Context: an optimization exercise on an open-source flow, tuned for small area. The choices shown serve that exercise and are no tape-out recipe.
No functional check of the RTL was part of any run shown here.
No activity file was given, so power comes from the tool's default toggle rates.

## flow/config.mk

```make
export PLATFORM = sky130hd
export DESIGN_NAME = rx_adc_conditioner
export DESIGN_NICKNAME = rx_adc_conditioner
export VERILOG_FILES = /design/flow/design.v
export SDC_FILE = /design/flow/constraint.sdc
export NUM_CORES = 4
export LEC_CHECK = 0
export ABC_AREA = 1
export CAP_MARGIN = 20
export CORE_MARGIN = 2
export CORE_UTILIZATION = 40
export SLEW_MARGIN = 20
```

## flow/constraint.sdc

```tcl
create_clock -name core_clock -period 5.5 [get_ports {clock}]
set_input_delay 1.1000 -clock core_clock [delete_from_list [all_inputs] [get_ports {clock}]]
set_output_delay 1.1000 -clock core_clock [all_outputs]
set_load 0.01 [all_outputs]
```

## flow/design.v

```verilog
package rx_adc_conditioner_pkg;
    localparam int ADDR_W = 7;
    localparam int DATA_W = 32;
    localparam int ADC_W  = 12;
    localparam int SMP_W  = 16;
    localparam int NCH    = 4;
    localparam int DEF_ADDR_DC_OFFSET_CL_EN = 39;
    localparam int DEF_ADDR_ADC_OFFSET_0    = 10;
    localparam int DEF_ADDR_ADC_OFFSET_1    = 11;
    localparam int DEF_ADDR_ADC_OFFSET_2    = 12;
    localparam int DEF_ADDR_ADC_OFFSET_3    = 13;
    localparam int DEF_ADDR_RX_MUX          = 38;
    localparam int MUX_W           = 20;
    localparam int MUX_NUMCHAN_LSB = 0;
    localparam int MUX_NUMCHAN_W   = 3;
    localparam int MUX_REAL_BIT    = 3;
    localparam int MUX_DDC_LSB     = 4;
    localparam int MUX_DDC_W       = 4;
    function automatic logic [MUX_DDC_W-1:0] ddc_sel(
        input logic [MUX_W-1:0] mux,
        input int               n
    );
        ddc_sel = mux[MUX_DDC_LSB + MUX_DDC_W*n +: MUX_DDC_W];
    endfunction
endpackage
import rx_adc_conditioner_pkg::*;
module rx_setting_reg
#(
    parameter int ADDR  = 0,
    parameter int WIDTH = 32,
    parameter int LSB   = 0
) (
    input  logic              clock,
    input  logic              reset,
    input  logic [ADDR_W-1:0] serial_addr,
    input  logic [DATA_W-1:0] serial_data,
    input  logic              serial_strobe,
    output logic [WIDTH-1:0]  value
);
    logic hit;
    assign hit = serial_strobe && (serial_addr == ADDR_W'(ADDR));
    always_ff @(posedge clock) begin
        if (reset) begin
            value <= '0;
        end else if (hit) begin
            value <= serial_data[LSB +: WIDTH];
        end
    end
endmodule
import rx_adc_conditioner_pkg::*;
module rx_dc_corrector
(
    input  logic             clock,
    input  logic             reset,
    input  logic             en,
    input  logic             load,
    input  logic [SMP_W-1:0] preload,
    input  logic [ADC_W-1:0] adc,
    output logic [SMP_W-1:0] corr
);
    logic [31:0] integ;
    logic [15:0] lo, hi;
    logic [15:0] x;
    logic        rnd;
    assign lo = integ[15:0];
    assign hi = integ[31:16];
    assign x  = {adc[ADC_W-1], adc, 3'b000};
    assign rnd = hi[15] & (|lo);
    logic        t16;
    rx_add #(.W(16)) u_a1 (.a(x), .b(~hi), .cin(~rnd), .s(corr), .cout(t16));
    logic [15:0] cg, lo_n;
    logic        k16;
    assign cg = corr & {16{en}};
    rx_add #(.W(16)) u_a2 (.a(lo), .b(cg), .cin(1'b0), .s(lo_n), .cout(k16));
    logic        up, dn;
    logic [16:0] ci, bi;
    logic [15:0] hi_n;
    assign up = k16 & ~cg[15];
    assign dn = cg[15] & ~k16;
    assign ci[0] = 1'b1;
    assign bi[0] = 1'b1;
    for (genvar i = 0; i < 16; i++) begin : g_id
        assign ci[i+1] = &hi[i:0];
        assign bi[i+1] = ~|hi[i:0];
        assign hi_n[i] = hi[i] ^ ((up & ci[i]) | (dn & bi[i]));
    end
    always_ff @(posedge clock) begin
        if (reset) begin
            integ <= '0;
        end else if (load) begin
            integ <= {preload, 16'h0000};
        end else begin
            integ <= {hi_n, lo_n};
        end
    end
endmodule
module rx_add
#(
    parameter int W = 16
) (
    input  logic [W-1:0] a,
    input  logic [W-1:0] b,
    input  logic         cin,
    output logic [W-1:0] s,
    output logic         cout
);
    logic [W-1:0] p, g;
    logic [W:0]   c;
    assign p = a ^ b;
    assign g = a & b;
    assign c[0] = cin;
    for (genvar i = 0; i < W; i += 2) begin : g_c
        if (i + 1 < W) begin : g_two
            assign c[i+1] = g[i] | (p[i] & c[i]);
            assign c[i+2] = g[i+1] | (p[i+1] & g[i]) | (p[i+1] & p[i] & c[i]);
        end else begin : g_one
            assign c[i+1] = g[i] | (p[i] & c[i]);
        end
    end
    assign s = p ^ c[W-1:0];
    assign cout = c[W];
endmodule
import rx_adc_conditioner_pkg::*;
module rx_level_meter
(
    input  logic             clock,
    input  logic             clear,
    input  logic [ADC_W-1:0] adc,
    output logic [31:0]      rssi
);
    logic [20:0] level;
    logic [25:0] over;
    logic [10:0] mag;
    logic        flag;
    assign mag  = adc[ADC_W-1] ? ~adc[10:0] : adc[10:0];
    assign flag = (adc == 12'h7FF) || (adc == 12'h800);
    assign rssi = {over[25:10], 5'd0, level[20:10]};
    logic [10:0] la, lb, lc, ls, lk;
    logic [10:0] lsum;
    assign la = level[10:0];
    assign lb = mag;
    assign lc = ~level[20:10];
    assign ls = la ^ lb ^ lc;
    assign lk = (la & lb) | (la & lc) | (lb & lc);
    logic [11:0] lx, ly;
    assign lx = {1'b0, ls};
    assign ly = {lk, 1'b0};
    logic lt11, lt12, lup, ldn;
    rx_add #(.W(12)) u_la (.a(lx), .b(ly), .cin(1'b1), .s({lt11, lsum}), .cout(lt12));
    assign lup = lt12;                
    assign ldn = ~lt12 & ~lt11;       
    logic [9:0] lh, lh_n;
    logic [10:0] lci, lbi;
    assign lh = level[20:11];
    assign lci[0] = 1'b1;
    assign lbi[0] = 1'b1;
    for (genvar i = 0; i < 10; i++) begin : g_lid
        assign lci[i+1] = &lh[i:0];
        assign lbi[i+1] = ~|lh[i:0];
        assign lh_n[i] = lh[i] ^ ((lup & lci[i]) | (ldn & lbi[i]));
    end
    logic [15:0] osum;
    logic        ok16;
    rx_add #(.W(16)) u_oa (.a(over[15:0]), .b(~over[25:10]), .cin(~flag), .s(osum), .cout(ok16));
    logic oup, odn;
    assign oup = ok16 & flag;
    assign odn = ~ok16 & ~flag;
    logic [9:0] oh, oh_n;
    logic [10:0] oci, obi;
    assign oh = over[25:16];
    assign oci[0] = 1'b1;
    assign obi[0] = 1'b1;
    for (genvar i = 0; i < 10; i++) begin : g_oid
        assign oci[i+1] = &oh[i:0];
        assign obi[i+1] = ~|oh[i:0];
        assign oh_n[i] = oh[i] ^ ((oup & oci[i]) | (odn & obi[i]));
    end
    always_ff @(posedge clock) begin
        if (clear) begin
            level <= '0;
            over  <= '0;
        end else begin
            level <= {lh_n, lsum};
            over  <= {oh_n, osum};
        end
    end
endmodule
import rx_adc_conditioner_pkg::*;
module rx_adc_conditioner
#(
    parameter int ADDR_DC_OFFSET_CL_EN = DEF_ADDR_DC_OFFSET_CL_EN,
    parameter int ADDR_ADC_OFFSET_0    = DEF_ADDR_ADC_OFFSET_0,
    parameter int ADDR_ADC_OFFSET_1    = DEF_ADDR_ADC_OFFSET_1,
    parameter int ADDR_ADC_OFFSET_2    = DEF_ADDR_ADC_OFFSET_2,
    parameter int ADDR_ADC_OFFSET_3    = DEF_ADDR_ADC_OFFSET_3,
    parameter int ADDR_RX_MUX          = DEF_ADDR_RX_MUX
) (
    input  logic              clock,
    input  logic              reset,
    input  logic              enable,
    input  logic [ADDR_W-1:0] serial_addr,
    input  logic [DATA_W-1:0] serial_data,
    input  logic              serial_strobe,
    input  logic [ADC_W-1:0]  rx_a_a,
    input  logic [ADC_W-1:0]  rx_b_a,
    input  logic [ADC_W-1:0]  rx_a_b,
    input  logic [ADC_W-1:0]  rx_b_b,
    output logic [31:0]       rssi_0,
    output logic [31:0]       rssi_1,
    output logic [31:0]       rssi_2,
    output logic [31:0]       rssi_3,
    output logic [SMP_W-1:0]  ddc0_in_i,
    output logic [SMP_W-1:0]  ddc0_in_q,
    output logic [SMP_W-1:0]  ddc1_in_i,
    output logic [SMP_W-1:0]  ddc1_in_q,
    output logic [SMP_W-1:0]  ddc2_in_i,
    output logic [SMP_W-1:0]  ddc2_in_q,
    output logic [SMP_W-1:0]  ddc3_in_i,
    output logic [SMP_W-1:0]  ddc3_in_q,
    output logic [3:0]        rx_numchan
);
    localparam int MQ_LSB = MUX_REAL_BIT;
    localparam int MQ_W   = MUX_W - MUX_REAL_BIT;
    logic [MUX_NUMCHAN_W-1:0]  numchan;
    logic [NCH-1:0]            dco_en;
    logic [NCH-1:0][ADC_W-1:0] adc;
    logic [NCH-1:0][SMP_W-1:0] corr;
    logic [NCH-1:0][SMP_W-1:0] corr_q;
    logic [NCH-1:0][31:0]      rssi;
    logic [MUX_W-1:0]          bus_q;
    logic                      mux_wr;
    logic [MQ_W-1:0]           mux_q;
    logic [NCH-1:0]            load;
    logic                      meter_clear;
    assign meter_clear = reset || !enable;
    rx_setting_reg #(.ADDR(ADDR_RX_MUX), .WIDTH(MUX_NUMCHAN_W), .LSB(MUX_NUMCHAN_LSB)) u_mux (
        .clock, .reset, .serial_addr, .serial_data, .serial_strobe,
        .value(numchan)
    );
    rx_setting_reg #(.ADDR(ADDR_DC_OFFSET_CL_EN), .WIDTH(NCH)) u_dco (
        .clock, .reset, .serial_addr, .serial_data, .serial_strobe,
        .value(dco_en)
    );
    always_ff @(posedge clock) begin
        bus_q <= serial_data[MUX_W-1:0];
    end
    always_ff @(posedge clock) begin
        if (reset) begin
            mux_wr <= 1'b0;
            load   <= '0;
        end else begin
            mux_wr  <= serial_strobe && (serial_addr == ADDR_W'(ADDR_RX_MUX));
            load[0] <= serial_strobe && (serial_addr == ADDR_W'(ADDR_ADC_OFFSET_0));
            load[1] <= serial_strobe && (serial_addr == ADDR_W'(ADDR_ADC_OFFSET_1));
            load[2] <= serial_strobe && (serial_addr == ADDR_W'(ADDR_ADC_OFFSET_2));
            load[3] <= serial_strobe && (serial_addr == ADDR_W'(ADDR_ADC_OFFSET_3));
        end
    end
    always_ff @(posedge clock) begin
        if (reset) begin
            mux_q <= '0;
        end else if (mux_wr) begin
            mux_q <= bus_q[MQ_LSB +: MQ_W];
        end
    end
    always_ff @(posedge clock) begin
        if (reset) begin
            adc[0] <= '0;
            adc[1] <= '0;
            adc[2] <= '0;
            adc[3] <= '0;
        end else begin
            adc[0] <= rx_a_a;
            adc[1] <= rx_b_a;
            adc[2] <= rx_a_b;
            adc[3] <= rx_b_b;
        end
    end
    for (genvar n = 0; n < NCH; n++) begin : g_ch
        rx_dc_corrector u_dc (
            .clock, .reset, .en(dco_en[n]), .load(load[n]),
            .preload(bus_q[SMP_W-1:0]), .adc(adc[n]), .corr(corr[n])
        );
        rx_level_meter u_lvl (
            .clock, .clear(meter_clear), .adc(adc[n]), .rssi(rssi[n])
        );
    end
    always_ff @(posedge clock) begin
        if (reset) begin
            corr_q <= '0;
        end else begin
            corr_q <= corr;
        end
    end
    logic [NCH-1:0][SMP_W-1:0] ddc_i;
    logic [NCH-1:0][SMP_W-1:0] ddc_q;
    for (genvar d = 0; d < NCH; d++) begin : g_ddc
        logic [MUX_DDC_W-1:0] sel;
        assign sel = mux_q[MUX_DDC_LSB - MQ_LSB + MUX_DDC_W*d +: MUX_DDC_W];
        assign ddc_i[d] = corr_q[sel[1:0]];
        assign ddc_q[d] = mux_q[0] ? '0 : corr_q[sel[3:2]];
    end
    assign ddc0_in_i = ddc_i[0];
    assign ddc0_in_q = ddc_q[0];
    assign ddc1_in_i = ddc_i[1];
    assign ddc1_in_q = ddc_q[1];
    assign ddc2_in_i = ddc_i[2];
    assign ddc2_in_q = ddc_q[2];
    assign ddc3_in_i = ddc_i[3];
    assign ddc3_in_q = ddc_q[3];
    assign rssi_0 = rssi[0];
    assign rssi_1 = rssi[1];
    assign rssi_2 = rssi[2];
    assign rssi_3 = rssi[3];
    assign rx_numchan = {numchan, 1'b0};
endmodule
```

## flow/run.sh

```bash
#!/bin/bash
# synth_recipe.tcl (not shown) runs the flow's synth.tcl, then flattens the netlist and writes it again
# the make line also repeats each setting of config.mk as NAME=value (left out here)
make -C /OpenROAD-flow-scripts/flow DESIGN_CONFIG=/design/flow/config.mk WORK_HOME=/design/flow/orfs CLKGATE_MAP_FILE= SYNTH_SCRIPT=/design/flow/synth_recipe.tcl finish
```

==> PnR_summary.wiki, run 1 <==
{| class="wikitable"
! Metric !! Value
|-
| Run status || complete, no violations
|-
| Maximum Capacitance Violations || 0
|-
| Reg2reg setup slack || 0.50 ns
|-
| Highest ir drop seen on vdd || 326 uV
|-
| Critical path class || reg2reg
|-
| Number of buffers inserted for hold repair after clock tree synthesis || 0
|-
| Standard-cell rows || around 100
|-
| Slowest library cell on the worst path || sky130_fd_sc_hd__dfxtp_1
|-
| Post-DP HPWL || 71,400 um
|-
| Number of global-route vias before repair || 26,000
|-
| Worst-case clock buffer depth || 3
|-
| Die boundary height || 288 um
|-
| Max Transition Viols Final || 0
|-
| Async set-reset flop share out of synthesis || 0
|-
| Io pins || 351
|-
| Initial antenna violation count || 1
|-
| Total number of clock tree sinks || around 480
|-
| Final #Nets || 5,009
|-
| Critical Path Sink Type || register
|-
| ANT nets after route || 0
|-
| Mean routed wirelength per cell || 16.8 um
|-
| All-layer global routing usage || 0.223
|-
| First-pass iteration count of the detailed router || 5
|-
| Count of mapped cells out of synthesis || 4,373
|-
| Via count || around 28,000
|-
| Setup slack of the critical path after layout || 0.497 ns
|-
| Netlist Area Pre-Place || 32,200 sq um
|-
| Critical path required time || 5.98 ns
|-
| Min-delay src || bus_q[18]
|-
| Worst skew pair latency || 0.63 ns
|-
| Core Footprint || 80,200 sq um
|-
| Top cell type by total area after synthesis || sky130_fd_sc_hd__dfxtp_1
|-
| Effective utilization at floorplan || 0.402
|-
| Synth top area cells || sky130_fd_sc_hd__dfxtp_1, sky130_fd_sc_hd__fa_1, sky130_fd_sc_hd__ha_1
|-
| CTS H-Tree Depth || 2
|-
| Start point of the critical path || g_ch[0].u_dc.integ[19]
|-
| Post-route clock skew || 0.0478 ns
|-
| Worst setup path endpoint || g_ch[0].u_dc.integ[30]
|-
| Worst min path class || reg2reg
|-
| Relative area change from synthesis to final layout || 16.4%
|-
| CTS tree || yes
|-
| Setup repair after global routing missed its margin || false
|-
| Sum of overflow across all layers after global routing || 0
|-
| R2r startpoint || g_ch[0].u_dc.integ[19]
|-
| Post-synth EDFFs || 0
|-
| Most frequent standard cell in the layout excluding fill and tap cells || sky130_fd_sc_hd__inv_1
|-
| # port buffers || 317
|-
| Sequential share of the synthesized area || 0.296
|-
| Gpl congestion || 0.939
|-
| Crit-path most repeated cell || sky130_fd_sc_hd__nand2_1
|-
| Number of buffers created by CTS || 56
|-
| Highest clock frequency the design can meet || ~200 MHz
|-
| Share of cells above drive strength 1 || 0.0395
|-
| R2R Path End || g_ch[0].u_dc.integ[30]
|-
| Worst path max stage delay || about 0.44 ns
|-
| Power density normalized to cell area || approximately 460 nW/um^2
|-
| Diodes inserted || 0
|-
| Maximum fanout along the worst path || 5
|-
| Hold violation count in the final report || 0
|-
| Clock transition at path regs || 0.08 ns
|-
| Maximum number of pins on one net before global-route repair || 78
|-
| Die area || between 80,000 and 90,000 sq um
|-
| Data arrival time of the critical path || 5.48 ns
|-
| Launching element type of the critical path || register
|-
| 1st-iter DRT viols || 1,897
|-
| Crit share post-route || 0.910
|-
| Final WL || 94,400 um
|-
| Time the final worst path needs with I/O delays and setup || 5.00 ns
|-
| Post-synth top area share || 0.296
|-
| Fin Setup TNS || 0 ns
|-
| Drt drc || 0
|-
| Total of fill cells in the finished design || 8,063
|-
| Buffer type at the clock tree root || sky130_fd_sc_hd__clkbuf_16
|-
| Max_slew headroom || 0.253
|-
| Global-route wire length before repair || 145,000 um
|-
| Worst Tran Pin Value || 1.12 ns
|-
| Synthesized area per cell || 7.37 sq um
|-
| Warning count from the yosys run || 5
|-
| Post-place setup slack || 0.429 ns
|-
| Setup violations, final || 0
|-
| Most used cells in the layout excluding fill and tap cells || sky130_fd_sc_hd__inv_1, sky130_fd_sc_hd__nand2_1, sky130_fd_sc_hd__nor2_1, sky130_fd_sc_hd__a21oi_1, sky130_fd_sc_hd__dfxtp_1
|-
| Reg2Reg Depth || 31
|-
| Number of distinct library cells after synthesis || 54
|-
| Most common flop cell mapped by yosys || sky130_fd_sc_hd__dfxtp_1
|-
| Via-per-instance ratio || 5.00
|-
| P_leak || 16.6 nW
|-
| Die outline width || 288 um
|-
| Count of state elements after synthesis || 477
|}
## worst max-delay path: cells and delay by family, from the launching register on
family	cells	cell delay, ns
adder cells (fa/ha/maj)	4	1.30
AO/OA/AOI/OAI	5	0.91
flip-flops	1	0.44
buffers and inverters	3	0.23
AND/OR/NAND/NOR	18	1.74
XOR/XNOR	1	0.25
## cells in the mapped netlist (15+ instances only)
cell type,number
sky130_fd_sc_hd__o21ai_0,241
sky130_fd_sc_hd__nor3_1,25
sky130_fd_sc_hd__ha_1,240
sky130_fd_sc_hd__nand2_1,626
sky130_fd_sc_hd__nand4_1,45
sky130_fd_sc_hd__a21oi_1,521
sky130_fd_sc_hd__buf_1,16
sky130_fd_sc_hd__nand3_1,142
sky130_fd_sc_hd__dfxtp_1,477
sky130_fd_sc_hd__nand3b_1,15
sky130_fd_sc_hd__fa_1,156
sky130_fd_sc_hd__xor2_1,119
sky130_fd_sc_hd__o211ai_1,66
sky130_fd_sc_hd__o22ai_1,17
sky130_fd_sc_hd__nor2_1,549
sky130_fd_sc_hd__xnor2_1,64
sky130_fd_sc_hd__clkbuf_1,148
sky130_fd_sc_hd__buf_4,90
sky130_fd_sc_hd__inv_1,666
## area by class of cell
cell class	instances	area [sq um]	area share
Multi-Input combinational cell	2975	18900	0.504
Tap cell	1060	1330	0.0354
Inverter	675	2530	0.0676
Sequential cell	477	9560	0.255
Clock inverter	18	208	0.00554
Clock buffer	78	1650	0.0441
Timing Repair Buffer	337	3320	0.0886
## state kept, by name (all words and copies together) (netlist names)
register          cells
g_ch.u_dc.integ     128
g_ch.u_lvl.over     104
g_ch.u_lvl.level     84
corr_q               64
adc                  48
bus_q                20
mux_q                17
load                  4
u_dco.value           4
u_mux.value           3
mux_wr                1
## through the flow
step / area (sq um) / power (mW) / util / instances / hold WS, ns
2_1_floorplan: 32300 / 11.2 / - / 4393 / 0.431
3_5_place_dp: 35600 / 13.5 / 0.444 / 5524 / 0.459
3_3_place_gp: 35600 / 13.3 / 0.444 / 5524 / 0.446
4_1_cts: 37500 / 17.4 / 0.467 / 5620 / 0.475
5_1_grt: 37500 / 18.9 / 0.468 / 5620 / 0.497
6_report: 37500 / 17.2 / 0.468 / 5620 / 0.466
## where the power goes
group          switching (mW)  internal (mW)  leakage [nW]
sequential              0.690           4.06          3.91
combinational            4.87           3.76          11.8
clock                    1.58           2.23         0.911
total                    7.14           10.1          16.6
## worst min path at each step
stage                end  slack [ns]  depth (start not counted)
4_1_cts        mux_q[16]        0.48                          2
5_1_grt        mux_q[15]        0.50                          2
2_1_floorplan  mux_q[15]        0.43                          2
3_5_place_dp   mux_q[16]        0.46                          2
3_3_place_gp   mux_q[15]        0.45                          2
6_report       mux_q[15]        0.47                          2
## timing repair
item	CTS	global route
gates resized for setup	0	8
setup buffers	0	0
setup endpoints to repair	0	9
## cells by family (layout without fill, tap and decap cells)
family	count (synthesis)	after routing	synth area share
AOI/OAI and AO/OA	918	918	0.154
xor gates and xnor gates	183	183	0.0498
buffers and inverters	941	1108	0.121
DFF	477	477	0.296
muxes	1	1	0.000311
and+or+nand+nor	1456	1456	0.188
other	1	21	0.000116
adders and majority gates	396	396	0.190
## layer usage
layer / vias to the layer above / track usage / share of wire
met4: 2 / 0.0734 / 0.033
met2: 782 / 0.369 / 0.46
li1: 14200 / - / -
met1: 13000 / 0.296 / 0.44
met5: - / 0 / 0.00013
met3: 170 / 0.0345 / 0.063
==> run 2: changes to the inputs <==
--- a/flow/config.mk
+++ b/flow/config.mk
@@ -9,4 +9,5 @@
 export CAP_MARGIN = 20
 export CORE_MARGIN = 2
-export CORE_UTILIZATION = 40
+export CORE_UTILIZATION = 65
+export CTS_BUF_LIST = sky130_fd_sc_hd__clkbuf_4
 export SLEW_MARGIN = 20
==> PnR_summary.wiki, run 2 <==
{| class="wikitable"
! Metric !! Value
|-
| Run status || complete, no violations
|-
| Reg2Reg Depth || 31
|-
| Logic depth of the worst setup path including buffers || 31
|-
| Buffer and inverter count on the worst path || 3
|-
| Cell types with the highest counts after synthesis || sky130_fd_sc_hd__inv_1, sky130_fd_sc_hd__nand2_1, sky130_fd_sc_hd__nor2_1, sky130_fd_sc_hd__a21oi_1, sky130_fd_sc_hd__dfxtp_1
|-
| All-layer global routing usage || 0.344
|-
| Total of fill cells in the finished design || 4,035
|-
| Initial antenna violation count || 4
|-
| Worst path max stage delay || 0.42 ns
|-
| Post-synth top area share || 0.296
|-
| Final WL || 87,800 um
|-
| Die boundary height || approximately 230 um
|-
| CTS tree || yes
|-
| Most used cells in the layout excluding fill and tap cells || sky130_fd_sc_hd__inv_1, sky130_fd_sc_hd__nand2_1, sky130_fd_sc_hd__nor2_1, sky130_fd_sc_hd__a21oi_1, sky130_fd_sc_hd__dfxtp_1
|-
| Register name with the most flops || g_ch.u_dc.integ
|-
| Standard-cell rows || 81
|-
| Critical Path Sink Type || register
|-
| Launching element type of the critical path || register
|-
| Sum of overflow across all layers after global routing || 0
|-
| Effective utilization at floorplan || 0.658
|-
| Worst min path class || reg2reg
|-
| Clock transition at path regs || 0.07 ns
|-
| Io pins || 351
|-
| Buffer type at the clock tree root || sky130_fd_sc_hd__clkbuf_4
|-
| Maximum Capacitance Violations || 0
|-
| Mean routed wirelength per cell || between 15 and 20 um
|-
| Slowest library cell on the worst path || sky130_fd_sc_hd__dfxtp_1
|-
| Setup repair after global routing missed its margin || false
|-
| Relative area change from synthesis to final layout || 13.9%
|-
| Count of mapped cells out of synthesis || 4,373
|-
| Post-DP HPWL || 64,600 um
|-
| Async set-reset flop share out of synthesis || 0
|-
| Die area || 51,400 sq um
|-
| Number of distinct library cells after synthesis || 54
|-
| Number of global-route vias before repair || 27,400
|-
| Cell depth of the worst min-delay path || 2
|-
| Internal power || 9.51 mW
|-
| Part of the power in the clock network || 0.192
|-
| Number of buffers inserted by post-CTS setup repair || 0
|-
| Synth top area cells || sky130_fd_sc_hd__dfxtp_1, sky130_fd_sc_hd__fa_1, sky130_fd_sc_hd__ha_1
|-
| Maximum number of pins on one net before global-route repair || 113
|-
| Sequential share of the synthesized area || 0.296
|-
| Via-per-instance ratio || 5.44
|-
| Sequential Power Share || 0.284
|-
| Most frequent standard cell in the layout excluding fill and tap cells || sky130_fd_sc_hd__inv_1
|-
| Post-route clock skew || 0.0313 ns
|-
| Fin Setup TNS || 0 ns
|-
| # port buffers || 317
|-
| Combinational share of power || 0.524
|-
| Die outline width || between 200 and 250 um
|-
| Final hold slack || 0.472 ns
|-
| Number of buffers created by CTS || 130
|-
| Warning count from the yosys run || 5
|-
| Drt drc || 0
|-
| Setup violations, final || 0
|-
| Start point of the critical path || g_ch[0].u_dc.integ[19]
|-
| Net switching fraction of the power || 0.430
|-
| ANT nets after route || 0
|-
| Worst skew pair latency || 0.98 ns
|-
| 1st-iter DRT viols || ~2,300
|-
| Via count || 29,100
|-
| Data arrival time of the critical path || around 5.8 ns
|-
| Count leader, synth || sky130_fd_sc_hd__inv_1
|-
| First-pass iteration count of the detailed router || 6
|-
| Top cell type by total area after synthesis || sky130_fd_sc_hd__dfxtp_1
|-
| Highest ir drop seen on vdd || 508 uV
|-
| Hold violation count in the final report || 0
|-
| Highest clock frequency the design can meet || 202 MHz
|-
| Crit share post-route || 0.900
|-
| Net Sw Power || just over 7 mW
|-
| Critical path required time || about 6.3 ns
|-
| Maximum fanout along the worst path || 5
|-
| Final #Nets || 5,075
|-
| Crit-path most repeated cell || sky130_fd_sc_hd__nand2_1
|-
| Power density normalized to cell area || 454 nW/um^2
|-
| Synthesized area per cell || 7.37 sq um
|-
| Core Footprint || just under 50,000 sq um
|-
| Largest register FFs || 128
|-
| Largest delay contributor family on the critical path || simple AND/OR/NAND/NOR gates
|-
| Max Transition Viols Final || 0
|-
| Gpl congestion || 0.984
|-
| Most common flop cell mapped by yosys || sky130_fd_sc_hd__dfxtp_1
|-
| P_leak || 16.6 nW
|-
| Total number of clock tree sinks || 477
|-
| Total Power Consumption || approximately 17 mW
|-
| Share of cells above drive strength 1 || 0.0597
|-
| Worst Tran Pin Value || about 1.2 ns
|-
| Post-synth EDFFs || 0
|-
| Leading registers by flop count || g_ch.u_dc.integ x128, g_ch.u_lvl.over x104, g_ch.u_lvl.level x84
|-
| Time the final worst path needs with I/O delays and setup || 4.95 ns
|-
| Count of state elements after synthesis || 477
|-
| Critical path class || reg2reg
|-
| CTS H-Tree Depth || 4
|-
| Global-route wire length before repair || 138,000 um
|-
| Min-delay src || bus_q[19]
|-
| Worst setup path endpoint || g_ch[0].u_dc.integ[30]
|-
| R2R Path End || g_ch[0].u_dc.integ[30]
|-
| Max_slew headroom || 0.229
|-
| R2r startpoint || g_ch[0].u_dc.integ[19]
|-
| Netlist Area Pre-Place || ~32,000 sq um
|-
| Worst-case clock buffer depth || 3
|-
| Reg2reg setup slack || 0.55 ns
|}
-- run 2: changes by cell type in the layout (fill, tap and decap cells not counted), moves of 5 or more --
cell / change
sky130_fd_sc_hd__clkinv_1: +22
sky130_fd_sc_hd__buf_4: -9
sky130_fd_sc_hd__diode_2: +5
sky130_fd_sc_hd__clkbuf_4: +183
sky130_fd_sc_hd__clkbuf_1: -5
sky130_fd_sc_hd__clkbuf_8: -17
sky130_fd_sc_hd__inv_2: +5
sky130_fd_sc_hd__clkbuf_16: -56
-- run 2: metrics by stage --
stage	std cells	worst slack (ns)	cell area, sq um	utilization
final	5345	0.550	36700	0.750
after CTS	5340	0.457	36700	0.749
after global placement	5120	0.592	35100	0.716
after floorplan	4393	1.07	32300	-
after detailed placement	5120	0.495	35100	0.716
after global routing	5344	0.00460	36700	0.750
-- run 2: power by group through the flow --
| stage | registers (mW) | clock network (mW) | logic, mW |
|---|---|---|---|
| after floorplan | 4.62 | 0 | 6.56 |
| after global placement | 4.78 | 0 | 8.28 |
| after detailed placement | 4.79 | 0 | 8.63 |
| after CTS | 4.72 | 3.27 | 8.73 |
| after global routing | 4.82 | 3.44 | 10.0 |
| final | 4.73 | 3.21 | 8.74 |
-- run 2: tightest hold or removal path, stage by stage (launching register included) --
cell and delay, ns:
sky130_fd_sc_hd__dfxtp_1 0.31, sky130_fd_sc_hd__nor2_1 0.04, sky130_fd_sc_hd__nor2_1 0.08
-- run 2: kinds of logic after synthesis --
kind of cell               share of synthesized area
and+or+nand+nor                                0.188
buffers and inverters                          0.121
DFF                                            0.296
xor gates and xnor gates                      0.0498
muxes                                       0.000311
adders and majority gates                      0.190
other                                       0.000116
AOI/OAI and AO/OA                              0.154
-- run 2: final cells by class --
class,count,area (sq um),share of cell area
Multi-Input combinational cell,2975,18900,0.515
Sequential cell,477,9560,0.260
Timing Repair Buffer,329,3270,0.0892
Inverter,675,2530,0.0691
Clock buffer,183,1370,0.0374
Tap cell,664,831,0.0226
Clock inverter,37,230,0.00627
Antenna cell,5,12.5,0.000341
-- run 2: what timing repair did --
item	4_1_cts	5_1_grt
setup endpoints to repair	0	7
hold buffers	0	0
resized for setup	0	9
-- run 2: routing by layer --
layer,up-vias,share of wire,global-route usage
li1,14400,-,-
met1,13300,0.42,0.433
met2,1047,0.45,0.547
met3,272,0.077,0.0783
met4,0,0.051,0.194
met5,-,0,0
-- run 2: worst min-delay path by stage --
stage	endpoint	slack [ns]
after CTS	bus_q[15]	0.47
after detailed placement	mux_q[16]	0.46
after floorplan	mux_q[15]	0.43
after global placement	mux_q[16]	0.46
after global routing	mux_q[16]	0.50
final	mux_q[16]	0.47

separate check: timing with driven ports:
In the flow no input, the clock included, has a driving cell. The finished layouts below were timed again as built, in two steps.
Step 1 assumes that a clkbuf_16 drives the clock port and a buf_2 every other input.
Step 2 also shifts input and output timing later by t, the mid clock arrival at the registers, as if the neighbouring blocks saw the same clock.
a / b / c = ideal / step 1 / step 2; a / b = the first two.
run	t (ns)	setup WS [ns]	worst data-port slew with drivers (ns)	pins driven straight from the clock port
run 1	0.674	0.497 / 0.497 / 0.497	0.10	1
run 2	1.024	0.550 / 0.550 / 0.550	0.08	1
After both steps every run listed still meets setup and hold.
